This is an optimization exercise on Yosys and OpenROAD, whose aim is small area, a short achievable clock period and few clock cycles per item, not a production implementation.
Only simulation tests tie the RTL to the original design; equivalence was not proved.
Power figures rest on the tool's default switching activity, not on a simulated workload.

==> flow/design.v, too long to show whole: its modules and the start of the top module <==
// module rename_table: 26 lines
// module alu_unit: 22 lines
// module mul_tree: 1443 lines
// module mul_final: 128 lines
// module ooo_core: 109 lines
module ooo_core #(
	parameter int CUT_H = 3   
) (
	input  wire                       clock,
	input  wire                       reset,
	input  wire                       in_valid,
	input  wire [47:0]                in_instr_bits,   
	output logic                      dispatch_ready,
	output logic                      commit_valid,
	output logic [3:0]                commit_reg,
	output logic [31:0]               commit_value
);
  // ...
==> flow/run.sh <==
#!/bin/bash
# synth_recipe.tcl (not shown) runs the flow's synth.tcl, then flattens the netlist and writes it again
# the make line also repeats each setting of config.mk as NAME=value (left out here)
make -C /OpenROAD-flow-scripts/flow DESIGN_CONFIG=/design/flow/config.mk WORK_HOME=/design/flow/orfs CLKGATE_MAP_FILE= SYNTH_SCRIPT=/design/flow/synth_recipe.tcl finish
==> flow/config.mk <==
export PLATFORM = sky130hd
export DESIGN_NAME = ooo_core
export DESIGN_NICKNAME = ooo_core
export VERILOG_FILES = /design/flow/design.v
export SDC_FILE = /design/flow/constraint.sdc
export NUM_CORES = 4
export LEC_CHECK = 0
export CAP_MARGIN = 20
export CORE_MARGIN = 2
export CORE_UTILIZATION = 40
export SLEW_MARGIN = 20
==> flow/constraint.sdc <==
create_clock -name core_clock -period 10.0 [get_ports {clock}]
set_input_delay 2.0000 -clock core_clock [delete_from_list [all_inputs] [get_ports {clock}]]
set_output_delay 2.0000 -clock core_clock [all_outputs]
set_load 0.01 [all_outputs]
==> summary.md, run 1 <==
| Metric | Value |
|---|---|
| Met1 global-route usage | `33.9%` |
| Slew Limit Fails | `0` |
| CTS tree | `built` |
| Drt drc | `0` |
| Non-clk buf share | `approximately 3.3%` |
| CTS Buf Count | `86` |
| Drt pass-1 iters | `7` |
| Synth area leaders | `edfxtp_1 (35%), mux4_2 (15%), dfxtp_1 (9.7%)` |
| Hold Crit Depth | `0` |
| Req. time, crit path | `10.55 ns` |
| Hold Fails Final Rpt | `0` |
| Core area | `roughly 120,000 um^2` |
| CTS Sinks | `793` |
| Largest register by flop count | `regfile.regs` |
| TNS Setup | `0 ns` |
| Syn Nets | `4,109` |
| Mean area per synthesized cell | `between 10 and 15 um^2` |
| Vias in the first global route | `between 30,000 and 40,000` |
| VDD IR max | `0.000159 V` |
| Worst Setup Start Kind | `flop` |
| Via count | `32,100` |
| Routed length on met2 | `67.3 mm` |
| Crit-path cells | `buf_4 -> nor2b_2 -> nand2_2 -> buf_4 -> or3_1 -> inv_2 -> xnor2_1 -> fa_1 -> inv_1 -> fa_1 -> fa_1 -> fa_1 -> inv_1 -> fa_1` |
| Post-DRT Antenna Nets | `0` |
| Met2 Track Usage GR | `37.2%` |
| Std cell rows | `127` |
| Status | `timing/DRC/antenna clean` |
Testbench counts, summed over its fixed seeds: cycles 16,483, items 16,000.
==> module rename_table, before the edit <==
module rename_table (
	input  wire        clock,
	input  wire        reset,
	input  wire [3:0]  rs1,
	input  wire [3:0]  rs2,
	output logic [31:0] rd1,
	output logic [31:0] rd2,
	input  wire        we,
	input  wire [3:0]  wreg,
	input  wire [31:0] wdata
);
	logic [31:0] regs [16];
	logic [15:0] written;
	assign rd1 = written[rs1] ? regs[rs1] : 32'd0;
	assign rd2 = written[rs2] ? regs[rs2] : 32'd0;
	always_ff @(posedge clock) begin
		if (reset)
			written <= '0;
		else if (we)
			written[wreg] <= 1'b1;
	end
	always_ff @(posedge clock) begin
		if (we)
			regs[wreg] <= wdata;
	end
endmodule
==> module ooo_core, before the edit <==
module ooo_core #(
	parameter int CUT_H = 3   
) (
	input  wire                       clock,
	input  wire                       reset,
	input  wire                       in_valid,
	input  wire [47:0]                in_instr_bits,   
	output logic                      dispatch_ready,
	output logic                      commit_valid,
	output logic [3:0]                commit_reg,
	output logic [31:0]               commit_value
);
	isa_pkg::instr_t in_instr;
	assign in_instr = isa_pkg::instr_t'(in_instr_bits);
	logic            rdy;       
	logic            ir_v;
	isa_pkg::instr_t ir;
	logic            ir_dep;    
	assign dispatch_ready = rdy;
	assign ir_dep = in_instr.rs1 == ir.rd || (!in_instr.use_imm && in_instr.rs2 == ir.rd);
	always_ff @(posedge clock) begin
		if (reset) begin
			rdy  <= 1'b1;
			ir_v <= 1'b0;
		end else begin
			rdy <= !(rdy && in_valid && ir_v && ir.op == isa_pkg::OP_MUL && ir_dep);
			if (rdy)
				ir_v <= in_valid;
		end
	end
	always_ff @(posedge clock) begin
		if (rdy)
			ir <= in_instr;
	end
	logic        ex1_v;
	logic [2:0]  ex1_op;
	logic        ex1_sub;
	logic [3:0]  ex1_rd;
	logic [31:0] ex1_a;
	logic [31:0] ex1_b;
	logic [31:0] alu_y;
	logic        ex2_v;
	logic [3:0]  ex2_rd;
	logic [CUT_H*32-1:0] ex2_rows;
	logic [31:0] fin;
	logic [31:0] rd1;
	logic [31:0] rd2;
	logic        a_ex1, a_ex2, b_ex1, b_ex2;
	rename_table regfile (
		.clock (clock),
		.reset (reset),
		.rs1   (ir.rs1),
		.rs2   (ir.rs2),
		.rd1   (rd1),
		.rd2   (rd2),
		.we    (ex2_v),
		.wreg  (ex2_rd),
		.wdata (fin)
	);
	assign a_ex1 = ex1_v && ex1_rd == ir.rs1;
	assign a_ex2 = ex2_v && ex2_rd == ir.rs1;
	assign b_ex1 = ex1_v && ex1_rd == ir.rs2 && !ir.use_imm;
	assign b_ex2 = ex2_v && ex2_rd == ir.rs2;
	always_ff @(posedge clock) begin
		if (reset)
			ex1_v <= 1'b0;
		else
			ex1_v <= ir_v && rdy;
		ex1_op  <= ir.op;
		ex1_sub <= ir.op == isa_pkg::OP_SUB || ir.op == isa_pkg::OP_SLT;
		ex1_rd  <= ir.rd;
		ex1_a   <= a_ex1 ? alu_y : (a_ex2 ? fin : rd1);
		ex1_b   <= b_ex1 ? alu_y : (ir.use_imm ? ir.imm : (b_ex2 ? fin : rd2));
	end
	logic [CUT_H*32-1:0] tree;
	alu_unit alu (
		.op  (ex1_op),
		.sub (ex1_sub),
		.a   (ex1_a),
		.b   (ex1_b),
		.y   (alu_y)
	);
	mul_tree mul1 (
		.en (ex1_op == isa_pkg::OP_MUL),
		.a  (ex1_a),
		.b  (ex1_b),
		.r  (tree)
	);
	always_ff @(posedge clock) begin
		if (reset)
			ex2_v <= 1'b0;
		else
			ex2_v <= ex1_v;
		ex2_rd   <= ex1_rd;
		ex2_rows <= tree | {{(CUT_H-1)*32{1'b0}}, alu_y};
	end
	mul_final mul2 (
		.r (ex2_rows),
		.y (fin)
	);
	always_ff @(posedge clock) begin
		if (reset)
			commit_valid <= 1'b0;
		else
			commit_valid <= ex2_v;
		commit_reg   <= ex2_rd;
		commit_value <= fin;
	end
endmodule
==> run 2: changes to the inputs <==
--- a/flow/design.v
+++ b/flow/design.v
@@ -63,8 +63,14 @@
 );
 	logic [31:0] regs [16];
 	logic [15:0] written;
-	assign rd1 = written[rs1] ? regs[rs1] : 32'd0;
-	assign rd2 = written[rs2] ? regs[rs2] : 32'd0;
+	always_comb begin
+		rd1 = '0;
+		rd2 = '0;
+		for (int i = 0; i < 16; i++) begin
+			rd1 = rd1 | ({32{written[i] && rs1 == 4'(i)}} & regs[i]);
+			rd2 = rd2 | ({32{written[i] && rs2 == 4'(i)}} & regs[i]);
+		end
+	end
 	always_ff @(posedge clock) begin
 		if (reset)
 			written <= '0;
@@ -1712,6 +1718,7 @@
 	logic        ex1_v;
 	logic [2:0]  ex1_op;
 	logic        ex1_sub;
+	logic        ex1_mul;
 	logic [3:0]  ex1_rd;
 	logic [31:0] ex1_a;
 	logic [31:0] ex1_b;
@@ -1745,6 +1752,7 @@
 			ex1_v <= ir_v && rdy;
 		ex1_op  <= ir.op;
 		ex1_sub <= ir.op == isa_pkg::OP_SUB || ir.op == isa_pkg::OP_SLT;
+		ex1_mul <= ir.op == isa_pkg::OP_MUL;
 		ex1_rd  <= ir.rd;
 		ex1_a   <= a_ex1 ? alu_y : (a_ex2 ? fin : rd1);
 		ex1_b   <= b_ex1 ? alu_y : (ir.use_imm ? ir.imm : (b_ex2 ? fin : rd2));
@@ -1758,7 +1766,7 @@
 		.y   (alu_y)
 	);
 	mul_tree mul1 (
-		.en (ex1_op == isa_pkg::OP_MUL),
+		.en (ex1_mul),
 		.a  (ex1_a),
 		.b  (ex1_b),
 		.r  (tree)
==> flow/flow/run.sh (new file) <==
#!/bin/bash
set -euo pipefail
bash standard.sh SETUP_SLACK_MARGIN=6 finish > standard_flow.log 2>&1
==> flow/standard.sh (new file) <==
#!/bin/bash
# synth_recipe.tcl (not shown) runs the flow's synth.tcl, then flattens the netlist and writes it again
# the make line also repeats each setting of config.mk as NAME=value (left out here)
make -C /OpenROAD-flow-scripts/flow DESIGN_CONFIG=/design/flow/config.mk WORK_HOME=/design/flow/orfs CLKGATE_MAP_FILE= SYNTH_SCRIPT=/design/flow/synth_recipe.tcl "${@:-finish}"
removed: flow/run.sh
==> summary.md, run 2 <==
| Metric | Value |
|---|---|
| Routed len/inst | `31.3 um` |
| Hold Path Class | `reg2reg` |
| VDD IR max | `0.000152 V (-4.6%)` |
| Setup CP Type | `reg2reg` |
| # port buffers | `approximately 90` |
| Mapped Cells | `4,135` |
| Worst Setup Start Kind | `flop` |
| R2r startpoint | `ex1_b[8]` |
| Global routing's busiest layer | `met2` |
| Area grow syn2layout | `15.3%` |
| Post-Route WL | `roughly 180 mm` |
| Mean area per synthesized cell | `11.1 um^2 (-15%)` |
| Share of layout cells above drive strength 1 | `12.2%` |
| Largest registers | `regfile.regs (512), ex2_rows (92), ir (48)` |
| DR iter-0 viols | `roughly 5,800` |
| Post-DRT Antenna Nets | `0 (unchanged)` |
| CTS tree | `built` |
| Most frequent cell after synthesis | `edfxtp_1` |
| Die Y | `343 um` |
| Ant diodes | `0` |
| Hold Fails Final Rpt | `0 (unchanged)` |
| Yosys top cell area share | `between 30% and 40%` |
| Crit-path cells | `ha_4 -> and2_4 -> buf_12 -> a22oi_2 -> xnor2_2 -> fa_1 -> inv_1 -> fa_1 -> inv_2 -> fa_2 -> inv_2 -> fa_2 -> fa_1` |
| Max Clock Skew | `between 0.06 and 0.07 ns` |
| RSZ-0062 raised after global routing | `yes` |
| Final Setup Violations | `0` |
| Tightest Pin Transition | `around 1.2 ns` |
| Most used DFF post-synth | `edfxtp_1` |
| Crit path max-delay cell type | `fa_1` |
| Max reg flops | `512` |
| Vias per cell | `6.49` |
| Synth cell types | `76` |
| Synth area leaders | `edfxtp_1 (37%), dfxtp_1 (9.9%), fa_1 (8.2%)` |
| Core area | `114,000 um^2 (-4.8%)` |
| Clock Latency Late Sink | `0.70 ns` |
| Root Driver | `clkbuf_16` |
| Pin count of the biggest net entering global routing | `63` |
| Drt pass-1 iters | `8 (+1)` |
| Setup WS post-layout | `6.03 ns` |
| Hold Crit Depth | `0 (unchanged)` |
| Mapped Area | `around 46,000 um^2` |
| Max Cap Viol | `0` |
| Worst-case clock buffer depth | `3` |
| Worst Setup EP | `ex2_rows[94]` |
| Std cell rows | `124 (-2.4%)` |
| Via count | `37,200 (+16%)` |
| Die area | `117,000 um^2` |
| Cts hold-fix bufs | `0` |
| Slew Limit Fails | `0 (unchanged)` |
| Die Width | `343 um` |
| Initial Util | `roughly two fifths` |
| Async set or reset register ratio after synthesis | `0%` |
| Number of flops mapped to enable cells by yosys | `between 500 and 600` |
| Ratio of final minimum period to clock period | `39.7%` |
| Tmin final | `3.97 ns` |
| Power density over the cells | `159 nW/um^2` |
| Worst path max stage delay | `between 0.5 and 0.6 ns` |
| I/O pin cnt | `between 80 and 90` |
| Number of synthesized register bits | `786` |
| Setup WS pre-CTS | `5.23 ns` |
| CTS Buf Count | `83 (-3.5%)` |
| Critical Path Start | `ex1_b[8]` |
| DP HPWL | `between 100 and 150 mm` |
| Drt drc | `0 (unchanged)` |
| Most used cell, CP | `fa_1` |
| Worst Setup End Kind | `flop` |
| Post-synthesis sequential area ratio | `46.5%` |
| Overall routing resource usage | `29.7%` |
| Worst R2R Path Depth | `13` |
| Reg clk slew, reported paths | `0.07 ns` |
| CTS Sinks | `786 (-0.88%)` |
| Synth cell count leaders | `edfxtp_1 (560), a22oi_1 (410), clkbuf_1 (284)` |
| Fin nets | `4,566` |
| Met3 usage | `7.27%` |
| Met2 Track Usage GR | `42.8% (+5.6 points)` |
| Req. time, crit path | `10.56 ns (about the same)` |
| Status | `timing/DRC/antenna clean` |
| Crit path DAT | `4.53 ns` |
| Post-synth top area cell | `edfxtp_1` |
| H-tree Lvls | `3` |
| Grt total ovfl | `0` |
| Largest fanout on the critical path | `5` |
| Most frequent cells in the layout | `edfxtp_1 (560), a22oi_1 (400), inv_1 (246)` |
| Most common cell after layout, fill and taps aside | `edfxtp_1` |
| Met1 global-route usage | `41.5% (+7.5 points)` |
| Gpl congestion | `0.926` |
| R2R setup slack | `approximately 6 ns` |
| Largest register by flop count | `regfile.regs` |
| Vias in the first global route | `35,500 (+11%)` |
| Syn. warnings | `3` |
| First-pass GRT wire length | `roughly 250 mm` |
| R2r endpoint | `ex2_rows[94]` |
| TNS Setup | `0 ns (unchanged)` |
| Max Freq | `252 MHz` |
| Syn Nets | `4,548 (+11%)` |
| Leak | `19.5 nW` |
| Initial antenna violation count | `4` |
| Rel. slew slack | `20.3%` |
-- run 2: cell count changes in the layout (fill, tap and decap cells not counted), sizes merged, moves of 36 or more --
cell / before / now
mux4: 328 / 0
a22oi: 218 / 411
a22o: 5 / 165
a221oi: 17 / 173
nor2: 119 / 203
buf: 114 / 168
and2: 5 / 51
inv: 300 / 259
xnor2: 206 / 247
nand4: 3 / 39
-- run 2: repair_timing --
action	in CTS	in global routing
buffers inserted	4	37
gates cloned	9	5
resized for setup	88	86
hold endpoints to repair	0	0
setup endpoints to repair	85	88
pin swaps	7	36
-- run 2: how the worst min path moves through the flow --
stage | start | endpoint | slack [ns]
final | ir[47] | ex1_op[2] | 0.36
after global routing | ir[47] | ex1_op[2] | 0.37
after CTS | ir[47] | ex1_op[2] | 0.37
after detailed placement | ir[47] | ex1_op[2] | 0.36
after global placement | ir[47] | ex1_op[2] | 0.36
after floorplan | ir[47] | ex1_op[2] | 0.35
-- run 2: cell type report --
class,count,area (um^2)
multi-input cells,2757,22900
repair inverters,1,7.51
fillers,10300,61100
repair buffers,270,2770
clock inverters,40,512
inverters,254,977
flip-flops and latches,786,21400
well taps,1512,1890
clock buffers,114,2420
-- run 2: logic make-up (layout without fill, tap and decap cells) --
family          count (synthesis)  count (layout)  share of synthesized area [%]
compound gates               1247            1247                           19.9
flops                         786             786                           46.5
simple gates                  729             729                           7.57
buf+inv                       592             679                           4.90
xor+xnor                      386             386                           7.37
fa+ha+maj                     362             362                           13.0
mux                            33              33                          0.745
-- run 2: worst max-delay path, delay by kind of cell, from the launching register on --
family                   cells  cell delay [ns]
adder cells (fa/ha/maj)      6             2.67
flip-flops                   1             0.37
buffers and inverters        4             0.28
AO/OA/AOI/OAI                1             0.22
AND/OR/NAND/NOR              1             0.17
XOR/XNOR                     1             0.12
-- run 2: through the flow --
| stage | util (%) | instance area (um^2) | hold slack, ns | power (mW) | cells |
|---|---|---|---|---|---|
| final | 46.4 | 52900 | 0.364 | 8.40 | 5734 |
| after global routing | 46.4 | 52900 | 0.373 | 8.62 | 5734 |
| after CTS | 45.7 | 52200 | 0.367 | 8.36 | 5692 |
| after detailed placement | 42.6 | 48600 | 0.358 | 5.05 | 5525 |
| after global placement | 42.6 | 48600 | 0.357 | 5.05 | 5523 |
| after floorplan | - | 45900 | 0.348 | 4.49 | 4135 |
-- run 2: routing by layer --
layer | wire length, um | vias to the layer above
met5 | 41 | -
met4 | 10500 | 6
met3 | 24800 | 573
met2 | 73900 | 3006
met1 | 70100 | 18200
li1 | - | 15400
-- run 2: power breakdown --
part	leakage (nW)	switching, mW	internal, mW
Sequential	7.02	0.103	3.77
Clock	1.44	1.40	1.92
Combinational	11.1	0.782	0.416
Testbench counts of run 2, summed over its fixed seeds: cycles 16,483, items 16,000.
==> run 3: changes to the inputs <==
==> flow/flow/run.sh (replaced) <==
#!/bin/bash
set -euo pipefail
bash standard.sh SETUP_SLACK_MARGIN=6 CTS_BUF_LIST=sky130_fd_sc_hd__clkbuf_16 \
	CTS_CLUSTER_SIZE=30 CTS_CLUSTER_DIAMETER=60 finish > standard_flow.log 2>&1
==> summary.md, run 3 <==
| Metric | Value |
|---|---|
| Status | `timing/DRC/antenna clean` |
| Die area | `117,000 um^2 (unchanged)` |
| Ratio of final minimum period to clock period | `40.2% (+0.51 points)` |
| Cell area after placement | `48,600 um^2 (unchanged)` |
| Setup CP Type | `reg2reg` |
| Most used DFF post-synth | `edfxtp_1` |
| XOR/XNOR Fraction of Synth Area | `7.37% (unchanged)` |
| CTS Sinks | `786 (unchanged)` |
| Hold Path Class | `reg2reg` |
| Number of flops mapped to enable cells by yosys | `560 (unchanged)` |
| Setup WS post-layout | `5.98 ns (-0.0512 ns)` |
| Share of layout cells above drive strength 1 | `11.8% (-0.40 points)` |
| Area grow syn2layout | `14.2%` |
| Multi-input gate area | `23,000 um^2 (+0.12%)` |
| Non-Filler Instances | `5,699 (-0.61%)` |
| Root Driver | `clkbuf_16` |
| Simple-gate share of the synthesized area | `7.57% (unchanged)` |
| CTS Buf Count | `66 (-20%)` |
| Largest fanout on the critical path | `19 (+14)` |
| Pin count of the biggest net entering global routing | `63 (unchanged)` |
| Fin nets | `4,545 (-0.46%)` |
| VDD IR max | `0.000152 V (+0.10%)` |
| Die Y | `343 um (unchanged)` |
| Initial Util | `40.2% (unchanged)` |
| Total power | `7.95 mW (-5.4%)` |
| Mapped Area | `45,900 um^2 (unchanged)` |
| DP HPWL | `107 mm (unchanged)` |
| Final Setup Violations | `0 (unchanged)` |
| Max reg flops | `512 (unchanged)` |
| Max Cap Viol | `0 (unchanged)` |
| CTS tree | `built` |
| Largest registers | `regfile.regs (512), ex2_rows (92), ir (48)` |
| Most common cell after layout, fill and taps aside | `edfxtp_1` |
| Power density over the cells | `152 nW/um^2 (-4.4%)` |
| Final instance area | `52,400 um^2 (-1.0%)` |
| Via count | `37,100 (-0.34%)` |
| RSZ-0062 raised after global routing | `yes` |
| Mean area per synthesized cell | `11.1 um^2 (unchanged)` |
| Worst-case clock buffer depth | `3 (unchanged)` |
| Compound-gate portion of the synthesized area | `19.9% (unchanged)` |
| Critical hold path startpoint | `ir[47]` |
| Hold slack | `0.378 ns (+0.0140 ns)` |
| Filler Cell Count | `10,400 (+0.31%)` |
| # port buffers | `88 (unchanged)` |
| Grt total ovfl | `0 (unchanged)` |
| Post-DRT Antenna Nets | `0 (unchanged)` |
| Placed instance count | `5,525 (unchanged)` |
| H-tree Lvls | `3 (unchanged)` |
| Max Freq | `249 MHz (-1.3%)` |
| Tightest Pin Transition | `1.25 ns (+0.0545 ns)` |
| Seq. cell area | `21,400 um^2 (about the same)` |
| Drt drc | `0 (unchanged)` |
| Most frequent cell after synthesis | `edfxtp_1` |
| TNS Setup | `0 ns (unchanged)` |
| Post-Route WL | `179 mm (-0.24%)` |
| Cts hold-fix bufs | `0 (unchanged)` |
| Async set or reset register ratio after synthesis | `0% (unchanged)` |
| Hold Fails Final Rpt | `0 (unchanged)` |
| DR iter-0 viols | `5,426 (-6.3%)` |
| Mapped Cells | `4,135 (unchanged)` |
| Vias per cell | `6.51 (+0.27%)` |
| Synth area leaders | `edfxtp_1 (37%), dfxtp_1 (9.9%), fa_1 (8.2%)` |
| Yosys top cell area share | `36.7% (unchanged)` |
| Gpl congestion | `0.926 (unchanged)` |
| Area share of fa/ha/maj cells after synthesis | `13.0% (unchanged)` |
| Largest register by flop count | `regfile.regs` |
| Overall routing resource usage | `29.6% (-0.081 points)` |
| I/O pin cnt | `89 (unchanged)` |
| Core area | `114,000 um^2 (unchanged)` |
| Syn Nets | `4,548 (unchanged)` |
| Routed len/inst | `31.4 um (+0.38%)` |
| Post-synth top area cell | `edfxtp_1` |
| Req. time, crit path | `10.49 ns (-0.07 ns)` |
| Max Clock Skew | `0.0510 ns (-0.0155 ns)` |
| Post-synthesis mux area share | `0.745% (unchanged)` |
| Leak | `19.2 nW (-1.6%)` |
| Final core occ | `45.9% (-0.47 points)` |
| Synth cell count leaders | `edfxtp_1 (560), a22oi_1 (410), clkbuf_1 (284)` |
| Initial antenna violation count | `0 (-4)` |
| Main combinational cell family by area after synthesis | `compound AO/OA/AOI/OAI gates` |
| Setup WS pre-CTS | `5.23 ns (unchanged)` |
| Worst Setup Start Kind | `flop` |
| Crit path DAT | `4.51 ns (-0.02 ns)` |
| Drt pass-1 iters | `9 (+1)` |
| Most frequent cells in the layout | `edfxtp_1 (560), a22oi_1 (398), inv_1 (247)` |
| Worst Setup End Kind | `flop` |
| Std cell rows | `124 (unchanged)` |
| First-pass GRT wire length | `252 mm (-0.29%)` |
| Synth cell types | `76 (unchanged)` |
| Tmin final | `4.02 ns (+0.0512 ns)` |
| Clock Latency Late Sink | `0.70 ns (about the same)` |
| Vias in the first global route | `35,400 (-0.19%)` |
| Slew Limit Fails | `0 (unchanged)` |
| Number of synthesized register bits | `786 (unchanged)` |
| Die Width | `343 um (unchanged)` |
| R2r startpoint | `ex2_rows[7]` |
| Reg clk slew, reported paths | `0.08 ns (about the same)` |
| Post-synthesis sequential area ratio | `46.5% (unchanged)` |
| Syn. warnings | `3 (unchanged)` |
| Critical Path Start | `ex2_rows[7]` |
| Rel. slew slack | `16.7% (-3.6 points)` |
## run 3: cell type report
type | count | share of cell area, %
Multi-Input combinational cell | 2757 | 43.8
Sequential cell | 786 | 40.9
Timing Repair Buffer | 266 | 5.18
Tap cell | 1512 | 3.61
Clock buffer | 69 | 3.30
Inverter | 254 | 1.87
Clock inverter | 53 | 1.32
Timing Repair inverter | 1 | 0.0143
Antenna cell | 1 | 0.00478
## run 3: cells by family (layout without fill, tap and decap cells)
| logic type | count (synthesis) | after routing |
|---|---|---|
| xor gates and xnor gates | 386 | 386 |
| adders and majority gates | 362 | 362 |
| buffers and inverters | 592 | 643 |
| muxes | 33 | 33 |
| AOI/OAI and AO/OA | 1247 | 1247 |
| DFF | 786 | 786 |
| and+or+nand+nor | 729 | 729 |
| other | 0 | 1 |
## run 3: power by group
part	internal [mW]	switching (mW)	total [mW]	leakage [nW]
Combinational	0.417	0.789	1.21	11.0
Sequential	3.77	0.101	3.87	7.03
Clock	1.38	1.49	2.87	1.17
## run 3: worst max-delay path: stages, from the launching register on
cell	delay, ns
dfxtp_1	0.33
fa_1	0.48
ha_1	0.42
and3_1	0.22
and3_1	0.18
a41o_1	0.28
o31ai_1	0.35
o21ai_0	0.21
xnor2_2	0.17
buf_4	0.22
o21ai_0	0.82
a21oi_1	0.13
## run 3: timing repair
| item | 4_1_cts | 5_1_grt |
|---|---|---|
| gates resized for setup | 83 | 103 |
| pin swaps | 10 | 38 |
| endpoints found under the setup margin | 107 | 92 |
| buffers inserted | 6 | 32 |
| cloned | 7 | 6 |
## run 3: path summary, 6_finish.rpt
check              endpoint  slack [ns]  depth (start not counted)
hold / removal    ex1_op[2]        0.38                          0
setup / recovery  ex1_b[23]        5.98                         11
setup reg to reg  ex1_b[23]        5.98                         11
hold reg to reg   ex1_op[2]        0.38                          0
## run 3: per-layer routing
layer	track usage, %	routed length (um)	vias to the layer above
met1	41.2	69900	18200
met2	42.7	74200	2934
met3	7.96	25200	550
met4	14.1	9570	0
met5	0	0	-
li1	-	-	15400
==> module alu_unit, before the edit <==
module alu_unit (
	input  wire [2:0]  op,
	input  wire        sub,    
	input  wire [31:0] a,
	input  wire [31:0] b,
	output logic [31:0] y
);
	logic [31:0] sum;
	logic        lt;
	assign sum = a + (sub ? ~b : b) + {31'd0, sub};
	assign lt  = (a[31] ^ b[31]) ? a[31] : sum[31];
	always_comb begin
		case (op)
			3'd0, 3'd1: y = sum;
			3'd2:       y = a & b;
			3'd3:       y = a | b;
			3'd4:       y = a ^ b;
			3'd5:       y = {31'd0, lt};
			default:    y = 32'd0;
		endcase
	end
endmodule
==> run 4: changes to the inputs <==
--- a/flow/design.v
+++ b/flow/design.v
@@ -91,16 +91,18 @@
 	input  wire [31:0] b,
 	output logic [31:0] y
 );
+	logic [31:0] bx;    
 	logic [31:0] sum;
 	logic        lt;
-	assign sum = a + (sub ? ~b : b) + {31'd0, sub};
+	assign bx  = sub ? ~b : b;
+	assign sum = a + bx + {31'd0, sub};
 	assign lt  = (a[31] ^ b[31]) ? a[31] : sum[31];
 	always_comb begin
 		case (op)
 			3'd0, 3'd1: y = sum;
-			3'd2:       y = a & b;
-			3'd3:       y = a | b;
-			3'd4:       y = a ^ b;
+			3'd2:       y = a & bx;
+			3'd3:       y = a | bx;
+			3'd4:       y = a ^ bx;
 			3'd5:       y = {31'd0, lt};
 			default:    y = 32'd0;
 		endcase
==> flow/flow/run.sh (replaced) <==
#!/bin/bash
set -euo pipefail
bash standard.sh SETUP_SLACK_MARGIN=6.3 CTS_BUF_LIST=sky130_fd_sc_hd__clkbuf_16 \
	CTS_CLUSTER_SIZE=30 CTS_CLUSTER_DIAMETER=60 finish > standard_flow.log 2>&1
==> summary.md, run 4 <==
| Metric | Value |
|---|---|
| Crit path DAT | `4.57 ns (+0.06 ns)` |
| Clock Latency Late Sink | `0.72 ns (+0.02 ns)` |
| Syn Nets | `4,523 (-0.55%)` |
| Share of layout cells above drive strength 1 | `16.9% (+5.1 points)` |
| Worst-case clock buffer depth | `3 (unchanged)` |
| Grt total ovfl | `0 (unchanged)` |
| I/O pin cnt | `89 (unchanged)` |
| Fin nets | `4,601 (+1.2%)` |
| Post-synthesis sequential area ratio | `46.7% (+0.19 points)` |
| Vias in the first global route | `36,400 (+2.8%)` |
| Die Y | `342 um (-0.20%)` |
| Core area | `113,000 um^2 (-1.1%)` |
| # port buffers | `88 (unchanged)` |
| RSZ-0062 raised after global routing | `yes` |
| Largest register by flop count | `regfile.regs` |
| Drt drc | `0 (unchanged)` |
| Root Driver | `clkbuf_16` |
| Mapped Cells | `4,140 (+0.12%)` |
| Mapped Area | `45,700 um^2 (-0.41%)` |
| Overall routing resource usage | `30.6% (+1.0 points)` |
| Max Freq | `251 MHz (+0.87%)` |
| Switching pwr | `2.56 mW (+7.5%)` |
| Clock power frac | `37.0% (+0.9 points)` |
| Synth cell count leaders | `edfxtp_1 (560), a22oi_1 (490), inv_1 (286)` |
| Largest fanout on the critical path | `8 (-11)` |
| Routed len/inst | `31.7 um (+1.0%)` |
| Ratio of final minimum period to clock period | `39.8% (-0.35 points)` |
| Worst Setup Start Kind | `flop` |
| Hold Path Class | `reg2reg` |
| Initial Util | `40.5% (+0.27 points)` |
| Synth area leaders | `edfxtp_1 (37%), dfxtp_1 (9.9%), fa_1 (8.2%)` |
| Max Cap Viol | `0 (unchanged)` |
| Tmin final | `3.98 ns (-0.0347 ns)` |
| CTS tree | `built` |
| Synth cell types | `85 (+12%)` |
| Largest registers | `regfile.regs (512), ex2_rows (92), ir (48)` |
| Most frequent cells in the layout | `edfxtp_1 (560), a22oi_1 (465), inv_1 (273)` |
| Gpl congestion | `0.955 (+3.2%)` |
| CTS Sinks | `786 (unchanged)` |
| Max reg flops | `512 (unchanged)` |
| Pin count of the biggest net entering global routing | `66 (+4.8%)` |
| Int Pwr | `5.94 mW (+6.7%)` |
| Sw Share | `30.1% (+0.15 points)` |
| Final Setup Violations | `0 (unchanged)` |
| Post-Route WL | `183 mm (+2.5%)` |
| Async set or reset register ratio after synthesis | `0% (unchanged)` |
| Post-synth top area cell | `edfxtp_1` |
| Via count | `37,300 (+0.67%)` |
| Yosys top cell area share | `36.8% (+0.15 points)` |
| Most used DFF post-synth | `edfxtp_1` |
| Die area | `117,000 um^2 (-0.41%)` |
| Rel. slew slack | `19.1% (+2.4 points)` |
| Die Width | `342 um (-0.20%)` |
| Most frequent cell after synthesis | `edfxtp_1` |
| Mean area per synthesized cell | `11.0 um^2 (-0.53%)` |
| Req. time, crit path | `10.59 ns (+0.10 ns)` |
| First-pass GRT wire length | `260 mm (+2.9%)` |
| Worst Setup End Kind | `flop` |
| TNS Setup | `0 ns (unchanged)` |
| VDD IR max | `0.000162 V (+6.8%)` |
| Initial antenna violation count | `4 (+4)` |
| Syn. warnings | `3 (unchanged)` |
| Std cell rows | `123 (-0.81%)` |
| Most common cell after layout, fill and taps aside | `edfxtp_1` |
| Tightest Pin Transition | `1.21 ns (-0.0402 ns)` |
| H-tree Lvls | `3 (unchanged)` |
| Seq pwr share | `45.6% (-3.1 points)` |
| Post-DRT Antenna Nets | `0 (unchanged)` |
| Area grow syn2layout | `18.5%` |
| Vias per cell | `6.46 (-0.78%)` |
| Leak | `19.8 nW (+2.9%)` |
| Hold Fails Final Rpt | `0 (unchanged)` |
| DP HPWL | `109 mm (+1.8%)` |
| Slew Limit Fails | `0 (unchanged)` |
| CTS Buf Count | `73 (+11%)` |
| R2R setup slack | `6.02 ns (+0.03 ns)` |
| Power density over the cells | `157 nW/um^2 (+3.5%)` |
| Number of flops mapped to enable cells by yosys | `560 (unchanged)` |
| Number of synthesized register bits | `786 (unchanged)` |
| Status | `timing/DRC/antenna clean` |
| DR iter-0 viols | `5,345 (-1.5%)` |
| Setup CP Type | `reg2reg` |
| Reg clk slew, reported paths | `0.10 ns (+0.02 ns)` |
| Drt pass-1 iters | `9 (unchanged)` |
| Hold slack | `0.387 ns (+0.00858 ns)` |
| Max Clock Skew | `0.0769 ns (+0.0259 ns)` |
| Part of the power in combinational logic | `17.4% (+2.2 points)` |
-- run 4: cell types whose count changed in the layout (fill, tap and decap cells not counted), sizes merged, moves of 11 or more --
cell / delta
a22oi: +80
buf: +76
a221oi: -43
a22o: -39
nor2: -38
inv: +36
nor3: +32
ha: -30
xnor2: -18
nand3: +15
o211ai: +15
a21o: -14
or3: +12
and3: +11
-- run 4: power by group through the flow --
stage	clock network [mW]	logic (mW)	registers [mW]
after floorplan	0	0.607	3.93
after global placement	0	1.15	3.95
after detailed placement	0	1.16	3.95
after CTS	3.17	1.38	3.87
after global routing	3.29	1.57	3.89
final	3.15	1.48	3.87
-- run 4: cells by family after synthesis --
kind of cell	synth area share, %
buffers and inverters	5.25
AO/OA/AOI/OAI	19.8
XOR/XNOR	6.99
adder cells (fa/ha/maj)	12.2
multiplexers	0.868
flip-flops	46.7
AND/OR/NAND/NOR	8.16
-- run 4: repair_timing --
item,in CTS,in global routing
gates resized for setup,198,145
hold buffers,0,0
cloned,15,3
endpoints found under the setup margin,252,216
pin swaps,58,91
setup buffers,91,33
-- run 4: final timing paths --
kind                            startpoint           end  depth (start not counted)
worst min-delay path                ir[47]     ex1_op[2]                          0
worst min register to register      ir[47]     ex1_op[2]                          0
worst max-delay path              ex1_b[3]  ex2_rows[94]                         12
worst max register to register    ex1_b[3]  ex2_rows[94]                         12
-- run 4: layout make-up --
type,count,area (um^2)
Inverter,289,1120
Antenna cell,4,10.0
Sequential cell,786,21400
Clock buffer,75,1880
Tap cell,1500,1880
Clock inverter,60,875
Fill cell,10000,58700
Timing Repair Buffer,337,3520
Multi-Input combinational cell,2731,23400
-- run 4: layer usage --
| metal | wire length (um) | part of all wire (%) | up-vias | GRT usage, % |
|---|---|---|---|---|
| met3 | 23900 | 13 | 626 | 9.74 |
| met1 | 68800 | 38 | 18500 | 39.6 |
| met4 | 10600 | 5.8 | 0 | 14.7 |
| met5 | 0 | 0 | - | 0 |
| li1 | - | - | 15500 | - |
| met2 | 80100 | 44 | 2760 | 46.5 |
-- run 4: through the flow --
stage / power [mW] / cell area (um^2) / worst slack, ns / instances / util [%]
final: 8.50 / 54100 / 6.02 / 5782 / 48.0
after global routing: 8.74 / 54100 / 5.94 / 5778 / 48.0
after detailed placement: 5.11 / 48400 / 4.95 / 5501 / 42.9
after global placement: 5.10 / 48400 / 5.04 / 5501 / 42.9
after CTS: 8.43 / 53100 / 5.96 / 5742 / 47.1
after floorplan: 4.54 / 46200 / 6.21 / 4140 / -
-- run 4: worst max-delay path: stages, from the launching register on --
cell and delay, ns:
dfxtp_4 0.42, ha_4 0.21, and2_4 0.16, buf_12 0.14, a22oi_2 0.21, xnor2_2 0.15
fa_1 0.48, fa_1 0.56, inv_2 0.05, fa_2 0.37, fa_2 0.54, inv_1 0.06
fa_2 0.53
Testbench counts of run 4, summed over its fixed seeds: cycles 16,483, items 16,000.
==> run 5: changes to the inputs <==
==> flow/flow/run.sh (replaced) <==
#!/bin/bash
set -euo pipefail
bash standard.sh SETUP_SLACK_MARGIN=6 finish > standard_flow.log 2>&1
==> summary.md, run 5 <==
| Metric | Value |
|---|---|
| Status | `timing/DRC/antenna clean` |
| Final Setup Violations | `0 (unchanged)` |
| Crit path max-delay cell type | `fa_1` |
| Synth cell types | `85 (unchanged)` |
| VDD IR max | `0.000124 V (-24%)` |
| Rel. slew slack | `26.4% (+7.4 points)` |
| Most frequent cell after synthesis | `edfxtp_1` |
| Mapped Area | `45,700 um^2 (unchanged)` |
| Die area | `117,000 um^2 (unchanged)` |
| Hold Fails Final Rpt | `0 (unchanged)` |
| Syn. warnings | `3 (unchanged)` |
| Die Y | `342 um (unchanged)` |
| Mean area per synthesized cell | `11.0 um^2 (unchanged)` |
| Pin count of the biggest net entering global routing | `50 (-24%)` |
| Most frequent cells in the layout | `edfxtp_1 (560), a22oi_1 (472), inv_1 (284)` |
| Drt pass-1 iters | `9 (unchanged)` |
| Crit-path cells | `buf_12 -> ha_4 -> and2_4 -> buf_12 -> buf_4 -> a22oi_1 -> xnor2_1 -> ha_1 -> inv_1 -> fa_1 -> fa_1 -> inv_1 -> fa_1 -> fa_1` |
| Async set or reset register ratio after synthesis | `0% (unchanged)` |
| Clock Latency Late Sink | `0.69 ns (-0.03 ns)` |
| CTS Sinks | `786 (unchanged)` |
| Req. time, crit path | `10.55 ns (-0.04 ns)` |
| Post-DRT Antenna Nets | `0 (unchanged)` |
| Post-synth top area cell | `edfxtp_1` |
| Max Freq | `250 MHz (-0.58%)` |
| Drt drc | `0 (unchanged)` |
| Routed len/inst | `30.9 um (-2.5%)` |
| Hold Crit Depth | `0 (unchanged)` |
| Largest register by flop count | `regfile.regs` |
| Cts hold-fix bufs | `0 (unchanged)` |
| Met3 usage | `7.51% (-2.2 points)` |
| Area grow syn2layout | `15.4%` |
| Most common cell after layout, fill and taps aside | `edfxtp_1` |
| TNS Setup | `0 ns (unchanged)` |
| R2r endpoint | `ex2_rows[90]` |
| Overall routing resource usage | `29.4% (-1.2 points)` |
| Setup CP Type | `reg2reg` |
| Slew Limit Fails | `0 (unchanged)` |
| Max reg flops | `512 (unchanged)` |
| CTS tree | `built` |
| Initial antenna violation count | `6 (+2)` |
| Post-synthesis mux area share | `0.868% (unchanged)` |
| XOR/XNOR Fraction of Synth Area | `6.99% (unchanged)` |
| Critical hold path startpoint | `ir[47]` |
| Tightest Pin Transition | `1.10 ns (-0.107 ns)` |
| Via count | `37,100 (-0.53%)` |
| Grt total ovfl | `0 (unchanged)` |
| Power density over the cells | `164 nW/um^2 (+4.2%)` |
| I/O pin cnt | `89 (unchanged)` |
| Met1 global-route usage | `39.3% (-0.35 points)` |
| Share of layout cells above drive strength 1 | `12.0% (-4.9 points)` |
| DP HPWL | `104 mm (-4.6%)` |
| Compound-gate portion of the synthesized area | `19.8% (unchanged)` |
| Largest fanout on the critical path | `8 (unchanged)` |
| Worst Setup End Kind | `flop` |
| Most used cell, CP | `fa_1` |
| Post-Route WL | `177 mm (-3.5%)` |
| CTS Buf Count | `87 (+19%)` |
| Vias per cell | `6.49 (+0.55%)` |
| Most used DFF post-synth | `edfxtp_1` |
| Die Width | `342 um (unchanged)` |
| Largest registers | `regfile.regs (512), ex2_rows (92), ir (48)` |
| Yosys top cell area share | `36.8% (unchanged)` |
| Simple-gate share of the synthesized area | `8.16% (unchanged)` |
| Main combinational cell family by area after synthesis | `compound AO/OA/AOI/OAI gates` |
| RSZ-0062 raised after global routing | `yes` |
| Global routing's busiest layer | `met2` |
| WHS Endpoint | `ex1_op[2]` |
| # port buffers | `88 (unchanged)` |
| Hold slack | `0.372 ns (-0.0146 ns)` |
| Met2 Track Usage GR | `44.4% (-2.1 points)` |
| Number of flops mapped to enable cells by yosys | `560 (unchanged)` |
| Gpl congestion | `0.944 (-1.2%)` |
| Ratio of final minimum period to clock period | `40.1% (+0.23 points)` |
| Root Driver | `clkbuf_16` |
| Synth area leaders | `edfxtp_1 (37%), dfxtp_1 (9.9%), fa_1 (8.2%)` |
| DR iter-0 viols | `6,039 (+13%)` |
| Hold Path Class | `reg2reg` |
| Initial Util | `40.5% (unchanged)` |
| Filler Cell Count | `10,200 (+2.2%)` |
| Reg clk slew, reported paths | `0.06 ns (-0.04 ns)` |
| Max Cap Viol | `0 (unchanged)` |
| Max Clock Skew | `0.0387 ns (-0.0382 ns)` |
| Core area | `113,000 um^2 (unchanged)` |
| Worst-case clock buffer depth | `3 (unchanged)` |
| Vias in the first global route | `35,700 (-1.9%)` |
| Std cell rows | `123 (unchanged)` |
| Area share of fa/ha/maj cells after synthesis | `12.2% (unchanged)` |
| Worst R2R Path Depth | `14 (+2)` |
| Fin nets | `4,526 (-1.6%)` |
| Post-synthesis sequential area ratio | `46.7% (unchanged)` |
| Mapped Cells | `4,140 (unchanged)` |
| Crit path DAT | `4.56 ns (about the same)` |
| Worst Setup Start Kind | `flop` |
| R2r startpoint | `ex1_b[1]` |
| R2R setup slack | `5.99 ns (-0.02 ns)` |
| Tmin final | `4.01 ns (+0.0232 ns)` |
| Leak | `19.3 nW (-2.4%)` |
| First-pass GRT wire length | `251 mm (-3.4%)` |
| Worst path max stage delay | `0.55 ns (about the same)` |
| Number of synthesized register bits | `786 (unchanged)` |
| Synth cell count leaders | `edfxtp_1 (560), a22oi_1 (490), inv_1 (286)` |
| H-tree Lvls | `3 (unchanged)` |
| Syn Nets | `4,523 (unchanged)` |
## run 5: worst max path at each step
stage	start	endpoint	slack [ns]	cells past startpoint
2_1_floorplan	ex1_b[1]	ex2_rows[91]	6.01	13
3_3_place_gp	ex1_mul	ex2_rows[94]	5.29	11
3_5_place_dp	ex1_mul	ex2_rows[31]	5.28	16
4_1_cts	ex1_b[13]	ex2_rows[31]	5.88	16
5_1_grt	ex1_b[17]	ex2_rows[31]	5.83	16
6_report	ex1_b[1]	ex2_rows[90]	5.99	14
## run 5: report_power, final
part | leakage, nW | internal (mW) | switching [mW] | total, mW
clock | 1.52 | 2.07 | 1.42 | 3.49
combinational | 10.8 | 0.433 | 0.838 | 1.27
sequential | 7.02 | 3.79 | 0.0809 | 3.87
## run 5: timing repair
item | CTS | global route
pin swaps | 12 | 27
endpoints found under the hold margin | 0 | 0
gates resized for setup | 65 | 101
cloned | 5 | 8
setup buffers | 15 | 10
endpoints found under the setup margin | 110 | 162
## run 5: routing by layer
| metal | share of wire, % | wire (um) | vias to the layer above |
|---|---|---|---|
| met3 | 13 | 22900 | 666 |
| met5 | 0 | 0 | - |
| li1 | - | - | 15400 |
| met2 | 43 | 77000 | 2893 |
| met1 | 38 | 67100 | 18200 |
| met4 | 5.6 | 9970 | 0 |
## run 5: stage by stage
stage | power [mW] | util, % | cell area [um^2] | setup WS, ns | instances
5_1_grt | 8.89 | 46.7 | 52700 | 5.83 | 5717
2_1_floorplan | 4.53 | - | 45800 | 6.01 | 4140
6_report | 8.63 | 46.7 | 52700 | 5.99 | 5720
3_5_place_dp | 5.09 | 42.8 | 48300 | 5.28 | 5516
3_3_place_gp | 5.08 | 42.8 | 48200 | 5.29 | 5514
4_1_cts | 8.60 | 46.1 | 52000 | 5.88 | 5699
## run 5: area by class of cell
| type | count | area [um^2] | area share, % |
|---|---|---|---|
| clock buffer | 112 | 2390 | 4.54 |
| tap | 1500 | 1880 | 3.56 |
| antenna | 3 | 7.51 | 0.0142 |
| clock inverter | 51 | 732 | 1.39 |
| multi-input combinational | 2726 | 22600 | 42.8 |
| sequential | 786 | 21400 | 40.6 |
| timing repair buffer | 253 | 2660 | 5.04 |
| inverter | 289 | 1100 | 2.09 |
## run 5: worst max-delay path, delay by kind of cell (launching register included)
family,cells,cell delay (ns)
AOI/OAI and AO/OA,1,0.21
buffers and inverters,5,0.54
adders and majority gates,6,2.41
xor gates and xnor gates,1,0.17
DFF,1,0.35
and+or+nand+nor,1,0.17
## run 5: cell families after synthesis
logic type	after synthesis
AO/OA/AOI/OAI	1230
multiplexers	39
buffers and inverters	628
XOR/XNOR	363
adder cells (fa/ha/maj)	332
AND/OR/NAND/NOR	762
flip-flops	786

static timing again, ports no longer ideal:
In the flow no input, the clock included, has a driving cell. The finished layouts below were timed again as built, in two steps. Step 1 (the two cells are an assumption about what drives the block):
set clk [get_ports {clock}]
set_driving_cell -lib_cell sky130_fd_sc_hd__clkbuf_16 $clk
set_driving_cell -lib_cell sky130_fd_sc_hd__buf_2 [delete_from_list [all_inputs] $clk]
Step 2 times the ports against the registers' clock, not the clock port: input delays grow and output delays shrink by t, the midpoint of the rising clock arrivals with the driver on. Slacks: no drivers / after step 1 / after step 2; pairs: no drivers / after step 1.
run	t (ns)	setup slack, ns	worst setup path at the end	pins driven straight from the clock port
run 1	0.746	4.105 / 4.105 / 4.105	register to register	1
run 2	0.739	6.032 / 6.032 / 6.032	register to register	1
run 3	0.745	5.980 / 5.980 / 5.980	register to register	1
run 4	0.758	6.015 / 6.015 / 6.015	register to register	1
run 5	0.747	5.992 / 5.992 / 5.992	register to register	1
After both steps every run listed still meets setup and hold.
